Background: an optimization exercise with open tools, aiming at small area, a short achievable clock period and few clock cycles per item. Do not read the settings as production practice. Where RTL was checked, it was by simulation tests only, not by an equivalence proof against the original.

==> violet: inputs <==
// integer_to_ascii_formatter
module integer_to_ascii_formatter
#(
    parameter int VALUE_WIDTH = 64
)
(
    input  logic                   clk,
    input  logic                   rst_n,
    input  logic                   item_valid,
    output logic                   item_stall,
    input  logic [VALUE_WIDTH-1:0] value,
    input  logic [1:0]             base_select,
    input  logic [6:0]             min_width,
    input  logic [5:0]             min_digits,
    input  logic                   signed_mode,
    input  logic                   left_justify,
    input  logic                   zero_pad,
    input  logic                   plus_sign,
    input  logic                   space_sign,
    input  logic                   alt_prefix,
    input  logic                   lower_case,
    output logic                   char_valid,
    input  logic                   char_stall,
    output logic [7:0]             out_char,
    output logic                   last_char
);
export LEC_CHECK = 0
export ABC_AREA = 1
export CAP_MARGIN = 20
export CORE_MARGIN = 2
export CORE_UTILIZATION = 40
export SETUP_SLACK_MARGIN = 5
export SLEW_MARGIN = 20
export TNS_END_PERCENT = 0
create_clock -name core_clock -period 10.0 [get_ports {clk}]
run.sh (not shown) runs the stock make flow with config.mk's settings and CLKGATE_MAP_FILE= SYNTH_SCRIPT=/design/flow/synth_recipe.tcl, a recipe that flattens the netlist after the stock synthesis.
==> inputs of willow, as changes to violet <==
--- a/flow/design.v
+++ b/flow/design.v
@@ -46,13 +46,10 @@
     localparam logic [2:0] C_PLAN1 = 3'd3;
     localparam logic [2:0] C_PLAN2 = 3'd4;
     localparam logic [2:0] C_READY = 3'd5;
     logic [2:0]    c_state;
     logic          c_busy;
-    logic          c_rdy;        
-    logic          free;         
-    logic          free_reg;
     logic [RW-1:0] c_r;
     logic [4:0]    c_step;
     logic          c_started;
     logic [1:0]    f_base;
     logic [6:0]    f_w;
@@ -62,20 +59,15 @@
     logic [1:0]    d_sign;       
     logic          d_hs, d_p0, d_px, d_zpe;
     logic [7:0]    d_wf;         
     logic [5:0]    d_pc;         
     logic [4:0]    p_nd;
-    logic [7:0]    a_wf;
-    logic [5:0]    a_pc;
     logic [6:0]    p_pad;
     logic [6:0]    p_n2;
     logic          e_act;
     logic [6:0]    e_seg;
     logic [6:0]    e_cnt;
-    logic          e_one;        
-    logic          e_nt;         
-    logic          e_n2one, e_ndone, e_n3one;    
     logic [RW-1:0] e_dig;
     logic [6:0]    e_n2;
     logic [4:0]    e_nd;
     logic [6:0]    e_n3;
     logic [1:0]    e_sign;
@@ -94,12 +86,11 @@
     logic          is_dec, is_hex, is_oct;
     logic          skip;
     logic [RW-1:0] dab;
     logic [1:0]    fixed;
     logic [6:0]    wc;
-    assign free   = free_reg;
-    assign take   = free && item_valid;
+    assign take   = !c_busy && item_valid;
     assign is_oct = (f_base == 2'd0);
     assign is_dec = (f_base == 2'd1);
     assign is_hex = f_base[1];
     assign raw    = c_r[RW-1 -: 64];
     assign mag    = ~raw + 64'd1;
@@ -140,10 +131,11 @@
             end
             dab = {dab[RW-2:0], dab[RW-1]};
         end
     end
     assign skip = !c_started && (c_r[RW-1 -: 16] == 16'd0);
+    logic [7:0] a_s, b_s, m_s;
     logic [4:0] nd_calc;
     logic [6:0] pad_calc, n2_calc;
     logic [7:0] q_m_nd;
     assign fixed = 2'(d_hs) + 2'(d_p0) + 2'(d_px);
     always_comb
@@ -151,77 +143,59 @@
         nd_calc = 5'd1;
         for (int j = 0; j < NN; j++)
             if (c_r[4*j +: 4] != 4'd0)
                 nd_calc = 5'(j + 1);
     end
-    logic [7:0] x1_s, x2_s, x3_s;
-    logic       gt, sel;
+    logic [6:0] dmax;
     always_comb
     begin
-        x1_s     = a_wf - {3'b000, p_nd};
-        x2_s     = {2'b00, a_pc} - {3'b000, p_nd};
-        x3_s     = a_wf - {2'b00, a_pc};
-        gt       = ({1'b0, p_nd} > a_pc);
-        sel      = d_zpe && !a_wf[7] && (a_wf[6:0] > {1'b0, a_pc});
-        pad_calc = gt ? (x1_s[7] ? 7'd0 : x1_s[6:0]) : (x3_s[7] ? 7'd0 : x3_s[6:0]);
-        q_m_nd   = sel ? x1_s : x2_s;
-        n2_calc  = q_m_nd[7] ? 7'd0 : q_m_nd[6:0];
-    end
-    always_ff @(posedge clk)
-    begin
-        a_wf   <= d_wf;
-        a_pc   <= d_pc;
+        dmax    = ({2'b00, nd_calc} > {1'b0, d_pc}) ? {2'b00, nd_calc} : {1'b0, d_pc};
+        b_s     = d_wf - {1'b0, dmax};
+        pad_calc = b_s[7] ? 7'd0 : b_s[6:0];
+        m_s     = (!d_wf[7] && (d_wf > {2'b00, d_pc})) ? d_wf : {2'b00, d_pc};
+        a_s     = d_zpe ? m_s : {2'b00, d_pc};
+        q_m_nd  = a_s - {3'b000, nd_calc};
+        n2_calc = q_m_nd[7] ? 7'd0 : q_m_nd[6:0];
     end
     assign wc = f_w[6] ? 7'd64 : f_w;
     always_ff @(posedge clk or negedge rst_n)
     begin
         if (!rst_n)
         begin
             c_state <= C_EMPTY;
             c_busy  <= 1'b0;
-            c_rdy   <= 1'b0;
         end
         else
         begin
-            c_rdy <= 1'b0;
-            if (free)
-            begin
-                if (item_valid)
-                begin
-                    c_state <= in_neg ? C_NEG : in_dec ? C_CONV : C_PLAN1;
-                    c_busy  <= 1'b1;
-                end
-                else
-                begin
-                    c_state <= C_EMPTY;
-                    c_busy  <= 1'b0;
-                end
-            end
-            else
-            begin
-                unique case (c_state)
-                    C_NEG:
-                        c_state <= is_dec ? C_CONV : C_PLAN1;
-                    C_CONV:
-                        if ((skip && c_step == 5'd12) || (!skip && c_step == 5'd15))
-                            c_state <= C_PLAN1;
-                    C_PLAN1:
-                        c_state <= C_PLAN2;
-                    C_PLAN2:
+            unique case (c_state)
+                C_EMPTY:
+                    if (item_valid)
                     begin
-                        c_state <= C_READY;
-                        c_rdy   <= 1'b1;
+                        c_state <= in_neg ? C_NEG : in_dec ? C_CONV : C_PLAN1;
+                        c_busy  <= 1'b1;
                     end
-                    C_READY:
-                        c_rdy   <= 1'b1;
-                    default:
+                C_NEG:
+                    c_state <= is_dec ? C_CONV : C_PLAN1;
+                C_CONV:
+                    if ((skip && c_step == 5'd12) || (!skip && c_step == 5'd15))
+                        c_state <= C_PLAN1;
+                C_PLAN1:
+                    c_state <= C_READY;
+                C_PLAN2:
+                    c_state <= C_READY;
+                C_READY:
+                    if (handoff)
                     begin
                         c_state <= C_EMPTY;
                         c_busy  <= 1'b0;
                     end
-                endcase
-            end
+                default:
+                begin
+                    c_state <= C_EMPTY;
+                    c_busy  <= 1'b0;
+                end
+            endcase
         end
     end
     always_comb
     begin
         if (f_neg)                   d_sign = 2'd1;
@@ -235,11 +209,12 @@
         d_wf  = {1'b0, wc} - {6'd0, fixed};
         d_pc  = ({1'b0, f_p} > (7'd64 - {5'd0, fixed})) ? 6'(7'd64 - {5'd0, fixed}) : f_p;
     end
     always_ff @(posedge clk)
     begin
-        if (free)
+        unique case (c_state)
+            C_EMPTY:
             begin
                 c_r       <= lay_in;
                 c_step    <= 5'd0;
                 c_started <= 1'b0;
                 f_neg  <= in_neg;
@@ -252,12 +227,10 @@
                 f_ps   <= plus_sign;
                 f_ss   <= space_sign;
                 f_alt  <= alt_prefix;
                 f_lc   <= lower_case;
             end
-        else
-        case (c_state)
             C_NEG:
                 c_r <= lay;
             C_CONV:
             begin
                 if (skip)
@@ -273,20 +246,17 @@
                 end
             end
             C_PLAN1:
             begin
                 p_nd  <= nd_calc;
-            end
-            C_PLAN2:
-            begin
                 p_pad <= pad_calc;
                 p_n2  <= n2_calc;
             end
             default: ;
         endcase
     end
-    assign item_stall = !free;
+    assign item_stall = c_busy;
     logic       emit;
     logic       head_ld;
     logic       seg_end;
     logic       is_last;
     logic [6:0] pres_cur, pres_new;
@@ -295,46 +265,13 @@
     logic [3:0] dsel;
     logic [7:0] dchar, ch;
     logic [6:0] n1_new, n3_new;
     assign emit    = e_act && !sv_reg;
     assign head_ld = !cv_reg || !char_stall;
-    assign seg_end = e_one;
-    assign is_last = e_one && (e_seg[S_TRAIL] || (e_seg[S_DIG] && e_nt));
-    assign handoff = c_busy && free_reg;
-    logic [6:0] seg_nx;
-    logic       one_nx, nt_nx, act_nx, sv_nx, busy_nx, rdy_nx, free_nx;
-    always_comb
-    begin
-        seg_nx = e_seg;
-        one_nx = e_one;
-        nt_nx  = e_nt;
-        if (handoff)
-        begin
-            seg_nx = first_seg;
-            one_nx = (first_cnt == 7'd1);
-            nt_nx  = (n3_new == 7'd0);
-        end
-        else if (emit)
-        begin
-            if (seg_end)
-            begin
-                seg_nx = nxt_seg;
-                one_nx = (nxt_seg[S_ZERO] && e_n2one) || (nxt_seg[S_DIG] && e_ndone)
-                      || (nxt_seg[S_TRAIL] && e_n3one) || nxt_seg[S_SIGN] || nxt_seg[S_P0] || nxt_seg[S_PX];
-            end
-            else
-                one_nx = (e_cnt == 7'd2);
-        end
-        act_nx  = handoff || (e_act && !(emit && is_last));
-        sv_nx   = !head_ld && (emit || sv_reg);
-        busy_nx = free ? item_valid
-                       : (c_busy && (c_state == C_NEG || c_state == C_CONV || c_state == C_PLAN1
-                                     || c_state == C_PLAN2 || c_state == C_READY));
-        rdy_nx  = !free && (c_state == C_PLAN2 || c_state == C_READY);
-        free_nx = !busy_nx || (rdy_nx && (!act_nx || (!sv_nx && one_nx
-                                                      && (seg_nx[S_TRAIL] || (seg_nx[S_DIG] && nt_nx)))));
-    end
+    assign seg_end = (e_cnt == 7'd1);
+    assign is_last = seg_end && (e_seg[S_TRAIL] || (e_seg[S_DIG] && (e_n3 == 7'd0)));
+    assign handoff = (c_state == C_READY) && (!e_act || (emit && is_last));
     assign pres_cur = {e_n3 != 7'd0, 1'b1, e_n2 != 7'd0, e_px, e_p0, e_hs, 1'b0};
     assign n1_new   = (!f_lj && !d_zpe) ? p_pad : 7'd0;
     assign n3_new   = f_lj ? p_pad : 7'd0;
     assign pres_new = {1'b0, 1'b1, p_n2 != 7'd0, d_px, d_p0, d_hs, n1_new != 7'd0};
     always_comb
@@ -394,18 +331,16 @@
     end
     always_ff @(posedge clk or negedge rst_n)
     begin
         if (!rst_n)
         begin
-            e_act    <= 1'b0;
-            cv_reg   <= 1'b0;
-            sv_reg   <= 1'b0;
-            free_reg <= 1'b1;
+            e_act  <= 1'b0;
+            cv_reg <= 1'b0;
+            sv_reg <= 1'b0;
         end
         else
         begin
-            free_reg <= free_nx;
             if (head_ld)
             begin
                 cv_reg <= sv_reg || emit;
                 sv_reg <= 1'b0;
             end
@@ -427,19 +362,14 @@
         if (!head_ld && !sv_reg)
         begin
             sc_reg <= ch;
             sl_reg <= is_last;
         end
-        e_seg <= seg_nx;
-        e_one <= one_nx;
-        e_nt  <= nt_nx;
         if (handoff)
         begin
+            e_seg  <= first_seg;
             e_cnt  <= first_cnt;
-            e_n2one <= (p_n2 == 7'd1);
-            e_ndone <= (p_nd == 5'd1);
-            e_n3one <= (n3_new == 7'd1);
             e_dig  <= c_r;
             e_n2   <= p_n2;
             e_nd   <= p_nd;
             e_n3   <= n3_new;
             e_sign <= d_sign;
@@ -449,11 +379,14 @@
             e_lc   <= f_lc;
         end
         else if (emit)
         begin
             if (seg_end)
+            begin
+                e_seg <= nxt_seg;
                 e_cnt <= nxt_cnt;
+            end
             else
                 e_cnt <= e_cnt - 7'd1;
         end
     end
     assign char_valid = cv_reg;
==> flow/flow/run.sh (new file) <==
#!/bin/bash
# Standard layout, with the timing repair aiming at a setup margin of 6.0 ns.
set -euo pipefail
bash standard.sh SETUP_SLACK_MARGIN=6.0 finish > standard.log 2>&1
==> flow/standard.sh (new file) <==
#!/bin/bash
# synth_recipe.tcl (not shown) runs the flow's synth.tcl, then flattens the netlist and writes it again
# the make line also repeats each setting of config.mk as NAME=value (left out here)
make -C /OpenROAD-flow-scripts/flow DESIGN_CONFIG=/design/flow/config.mk WORK_HOME=/design/flow/orfs CLKGATE_MAP_FILE= SYNTH_SCRIPT=/design/flow/synth_recipe.tcl "${@:-finish}"
- SETUP_SLACK_MARGIN: 5 -> unset
- TNS_END_PERCENT: 0 -> unset
removed: flow/run.sh
==> inputs of sierra, as changes to violet <==
--- a/flow/design.v
+++ b/flow/design.v
@@ -30,37 +30,41 @@
     input  logic                   char_stall,
     output logic [7:0]             out_char,
     output logic                   last_char
 );
     localparam int NN = 22;         
-    localparam int RW = 4 * NN;     
+    localparam int CW = 4 * (NN - 1);  
+    localparam int RW = CW + 1;     
     localparam int S_LEAD  = 0;
     localparam int S_SIGN  = 1;
     localparam int S_P0    = 2;
     localparam int S_PX    = 3;
     localparam int S_ZERO  = 4;
     localparam int S_DIG   = 5;
     localparam int S_TRAIL = 6;
     localparam logic [2:0] C_EMPTY = 3'd0;
-    localparam logic [2:0] C_NEG   = 3'd1;
+    localparam logic [2:0] C_NEG   = 3'd1;    
+    localparam logic [2:0] C_NEG2  = 3'd6;    
     localparam logic [2:0] C_CONV  = 3'd2;
     localparam logic [2:0] C_PLAN1 = 3'd3;
     localparam logic [2:0] C_PLAN2 = 3'd4;
     localparam logic [2:0] C_READY = 3'd5;
     logic [2:0]    c_state;
     logic          c_busy;
     logic          c_rdy;        
     logic          free;         
     logic          free_reg;
+    logic          stall_reg;    
     logic [RW-1:0] c_r;
     logic [4:0]    c_step;
     logic          c_started;
     logic [1:0]    f_base;
     logic [6:0]    f_w;
     logic [5:0]    f_p;
     logic          f_sm, f_lj, f_zp, f_ps, f_ss, f_alt, f_lc;
     logic          f_neg;
+    logic          f_cy;         
     logic [1:0]    d_sign;       
     logic          d_hs, d_p0, d_px, d_zpe;
     logic [7:0]    d_wf;         
     logic [5:0]    d_pc;         
     logic [4:0]    p_nd;
@@ -99,25 +103,28 @@
     assign free   = free_reg;
     assign take   = free && item_valid;
     assign is_oct = (f_base == 2'd0);
     assign is_dec = (f_base == 2'd1);
     assign is_hex = f_base[1];
-    assign raw    = c_r[RW-1 -: 64];
-    assign mag    = ~raw + 64'd1;
+    assign raw    = c_r[CW-1 -: 64];
+    assign mag    = {~raw[63:32] + {31'd0, f_cy}, raw[31:0]};
     assign in_neg = signed_mode && value[63];
     assign in_dec = (base_select == 2'd1);
     function automatic logic [RW-1:0] layout(input logic [63:0] m, input logic [1:0] b);
         layout = '0;
         if (b == 2'd1)
-            layout[RW-1 -: 64] = m;
+            layout[CW-1 -: 64] = m;
         else if (b[1])
             layout[63:0] = m;
         else
-            for (int j = 0; j < NN; j++)
-                layout[4*j +: 3] = (j == NN - 1) ? {2'b00, m[63]} : m[3*j +: 3];
+        begin
+            for (int j = 0; j < NN - 1; j++)
+                layout[4*j +: 3] = m[3*j +: 3];
+            layout[CW] = m[63];
+        end
     endfunction
-    assign lay    = (c_state == C_NEG) ? layout(mag, f_base)
+    assign lay    = (c_state == C_NEG2) ? layout(mag, f_base)
                                        : layout(value, in_neg ? 2'd1 : base_select);
     assign lay_in = lay;
     function automatic logic [3:0] add3(input logic [3:0] x);
         add3[3] = x[3] | (x[2] & x[0]) | (x[2] & x[1]);
         add3[2] = (x[3] & x[0]) | (x[2] & !x[1] & !x[0]);
@@ -125,34 +132,34 @@
         add3[0] = (!x[3] & !x[2] & x[0]) | (x[2] & x[1] & !x[0]) | (x[3] & !x[0]);
     endfunction
     logic [NN-1:0] dmask;
     always_comb
         for (int j = 0; j < NN; j++)
-            dmask[j] = (j <= 5) || (c_step >= 5'(j - 5));
+            dmask[j] = (j <= 4) || (c_step >= 5'(j - 4));
     always_comb
     begin
         dab = c_r;
         for (int u = 0; u < 4; u++)
         begin
-            for (int j = 0; j < NN; j++)
+            for (int j = 0; j < NN - 1; j++)
             begin
-                if (j <= 5 || dmask[j])
+                if (j <= 4 || dmask[j])
                     dab[4*j +: 4] = add3(dab[4*j +: 4]);
             end
-            dab = {dab[RW-2:0], dab[RW-1]};
+            dab[CW-1:0] = {dab[CW-2:0], dab[CW-1]};
         end
     end
-    assign skip = !c_started && (c_r[RW-1 -: 16] == 16'd0);
+    assign skip = !c_started && (c_r[CW-1 -: 16] == 16'd0);
     logic [4:0] nd_calc;
     logic [6:0] pad_calc, n2_calc;
     logic [7:0] q_m_nd;
     assign fixed = 2'(d_hs) + 2'(d_p0) + 2'(d_px);
     always_comb
     begin
         nd_calc = 5'd1;
         for (int j = 0; j < NN; j++)
-            if (c_r[4*j +: 4] != 4'd0)
+            if ((j == NN - 1) ? c_r[CW] : (c_r[4*j +: 4] != 4'd0))
                 nd_calc = 5'(j + 1);
     end
     logic [7:0] x1_s, x2_s, x3_s;
     logic       gt, sel;
     always_comb
@@ -198,10 +205,12 @@
             end
             else
             begin
                 unique case (c_state)
                     C_NEG:
+                        c_state <= C_NEG2;
+                    C_NEG2:
                         c_state <= is_dec ? C_CONV : C_PLAN1;
                     C_CONV:
                         if ((skip && c_step == 5'd12) || (!skip && c_step == 5'd15))
                             c_state <= C_PLAN1;
                     C_PLAN1:
@@ -255,16 +264,21 @@
                 f_lc   <= lower_case;
             end
         else
         case (c_state)
             C_NEG:
+            begin
+                c_r[CW-33 -: 32] <= ~raw[31:0] + 32'd1;
+                f_cy             <= (raw[31:0] == 32'd0);
+            end
+            C_NEG2:
                 c_r <= lay;
             C_CONV:
             begin
                 if (skip)
                 begin
-                    c_r    <= {c_r[RW-17:0], 16'd0};
+                    c_r[CW-1:0] <= {c_r[CW-17:0], 16'd0};
                     c_step <= c_step + 5'd4;
                 end
                 else
                 begin
                     c_r       <= dab;
@@ -282,11 +296,11 @@
                 p_n2  <= n2_calc;
             end
             default: ;
         endcase
     end
-    assign item_stall = !free;
+    assign item_stall = stall_reg;
     logic       emit;
     logic       head_ld;
     logic       seg_end;
     logic       is_last;
     logic [6:0] pres_cur, pres_new;
@@ -325,11 +339,11 @@
                 one_nx = (e_cnt == 7'd2);
         end
         act_nx  = handoff || (e_act && !(emit && is_last));
         sv_nx   = !head_ld && (emit || sv_reg);
         busy_nx = free ? item_valid
-                       : (c_busy && (c_state == C_NEG || c_state == C_CONV || c_state == C_PLAN1
+                       : (c_busy && (c_state == C_NEG || c_state == C_NEG2 || c_state == C_CONV || c_state == C_PLAN1
                                      || c_state == C_PLAN2 || c_state == C_READY));
         rdy_nx  = !free && (c_state == C_PLAN2 || c_state == C_READY);
         free_nx = !busy_nx || (rdy_nx && (!act_nx || (!sv_nx && one_nx
                                                       && (seg_nx[S_TRAIL] || (seg_nx[S_DIG] && nt_nx)))));
     end
@@ -375,11 +389,11 @@
     always_comb
     begin
         dsel = 4'd0;
         for (int j = 0; j < NN; j++)
             if (e_cnt[4:0] == 5'(j + 1))
-                dsel = e_dig[4*j +: 4];
+                dsel = (j == NN - 1) ? {3'b000, e_dig[CW]} : e_dig[4*j +: 4];
         dchar = ((dsel < 4'd10) ? (8'h30 + {4'h0, dsel}) : (8'h37 + {4'h0, dsel})) | {2'b00, e_lc, 5'b00000};
     end
     always_comb
     begin
         ch = 8'h20;
@@ -397,15 +411,17 @@
         if (!rst_n)
         begin
             e_act    <= 1'b0;
             cv_reg   <= 1'b0;
             sv_reg   <= 1'b0;
-            free_reg <= 1'b1;
+            free_reg  <= 1'b1;
+            stall_reg <= 1'b0;
         end
         else
         begin
-            free_reg <= free_nx;
+            free_reg  <= free_nx;
+            stall_reg <= !free_nx;
             if (head_ld)
             begin
                 cv_reg <= sv_reg || emit;
                 sv_reg <= 1'b0;
             end
==> flow/flow/run.sh (new file) <==
#!/bin/bash
# Standard layout, with the timing repair aiming at a setup margin of 6.0 ns.
set -euo pipefail
bash standard.sh SETUP_SLACK_MARGIN=6.0 finish > standard.log 2>&1
==> flow/standard.sh (new file) <==
#!/bin/bash
# synth_recipe.tcl (not shown) runs the flow's synth.tcl, then flattens the netlist and writes it again
# the make line also repeats each setting of config.mk as NAME=value (left out here)
make -C /OpenROAD-flow-scripts/flow DESIGN_CONFIG=/design/flow/config.mk WORK_HOME=/design/flow/orfs CLKGATE_MAP_FILE= SYNTH_SCRIPT=/design/flow/synth_recipe.tcl "${@:-finish}"
- SETUP_SLACK_MARGIN: 5 -> unset
removed: flow/run.sh
==> summary.txt <==
The highest core utilization belongs to willow, the lowest to violet. Wire length: sierra < violet < willow. Sequential cell count: violet is higher than willow (20). In sierra the clock-buffer cell count is higher than in willow, by 2. Synthesized cell count, highest first: violet, sierra, willow. Non-clock buffer count: violet is lower than sierra (50). First-iteration DRC count: sierra < willow < violet. Against willow, the maximum frequency of violet is higher by about 21%. The highest sequential share of layout area belongs to violet, the lowest to willow.
==> figures <==
| metric | violet | willow | sierra |
|---|---|---|---|
| Seq/Total Area, Yosys | 33.7% | 34.2% | 34.2% |
| Fraction of synthesized area in multiplexers | 0.0758% | 0.0401% | 0.0779% |
| Share of final layout cell area taken by non-clock buffers | 3.99% | 8.64% | 5.48% |
| RSZ-0062 raised after global routing | false | true | true |
| Slew Limit Headroom | 25.4% | 22.4% | 20.5% |
| Final weighted congestion of routability-driven global placement | 1.02 | 1.02 | 1.02 |
| Post-synthesis share of cell area spent on and, or, nand and nor gates | 26.2% | 28.0% | 26.0% |
| Min-Delay Startpoint | f_lc | f_lc | p_nd[3] |
| Routed WL per cell | 22.1 µm | 22.8 µm | 21.6 µm |
| Post-Place Setup Slack | 4.49 ns | 2.86 ns | 4.39 ns |
| Vias | 27700 | 27800 | 27700 |
| Cells resized by post-CTS repair | 0 | 114 | 22 |
| Endpoint required time on the critical path | 10.27 ns | 10.33 ns | 10.33 ns |
| Worst stage delay on the critical path | 0.74 ns | 0.62 ns | 0.54 ns |
| Critical-path cell with the highest stage delay | sky130_fd_sc_hd__o21ai_0 | sky130_fd_sc_hd__fa_2 | sky130_fd_sc_hd__clkdlybuf4s50_1 |
| Dpl cell area | 28100 µm² | 26800 µm² | 27400 µm² |
| Result of the run | finished clean | finished clean | finished clean |
| TritonCTS sink count | 306 | 286 | 302 |
| Met1 routed wirelength after detailed routing | 43500 µm | 43500 µm | 41500 µm |
| Total instance count after detailed placement | 4647 | 4509 | 4605 |
| Global Route Usage Sum | 29.9% | 32.4% | 29.9% |
Testbench counts of violet, summed over its fixed seeds: cycles 50,510, items 3,200.
Testbench counts of sierra, summed over its fixed seeds: cycles 50,561, items 3,200.
The RTL of willow was laid out without a check of its function.

separate check: timing with driven ports:
The results above use ideal ports. As a check the final layouts listed here were re-extracted and re-timed, cells and wires unchanged. Step 1 (the two cells are an assumption about what drives the block):
set clk [get_ports {clk}]
set_driving_cell -lib_cell sky130_fd_sc_hd__clkbuf_16 $clk
set_driving_cell -lib_cell sky130_fd_sc_hd__buf_2 [delete_from_list [all_inputs] $clk]
Step 2 times the ports against the registers' clock, not the clock port: input delays grow and output delays shrink by t, the midpoint of the rising clock arrivals with the driver on. Slacks: no drivers / after step 1 / after step 2; pairs: no drivers / after step 1.
run | t (ns) | slack for setup (ns) | hold WS [ns] | latest minus earliest clock arrival (ns)
violet | 0.597 | 5.203 / 5.203 / 4.734 | 0.465 / 0.465 / 0.465 | 0.032 / 0.033
willow | 0.623 | 4.176 / 4.176 / 4.176 | 0.425 / 0.425 / 0.425 | 0.028 / 0.028
sierra | 0.611 | 6.043 / 6.031 / 5.420 | 0.452 / 0.452 / 0.452 | 0.029 / 0.030
After both steps every run listed still meets setup and hold. The setup slack of sierra, which loses most, moves by -0.012 ns with the drivers and by -0.623 ns with both steps.
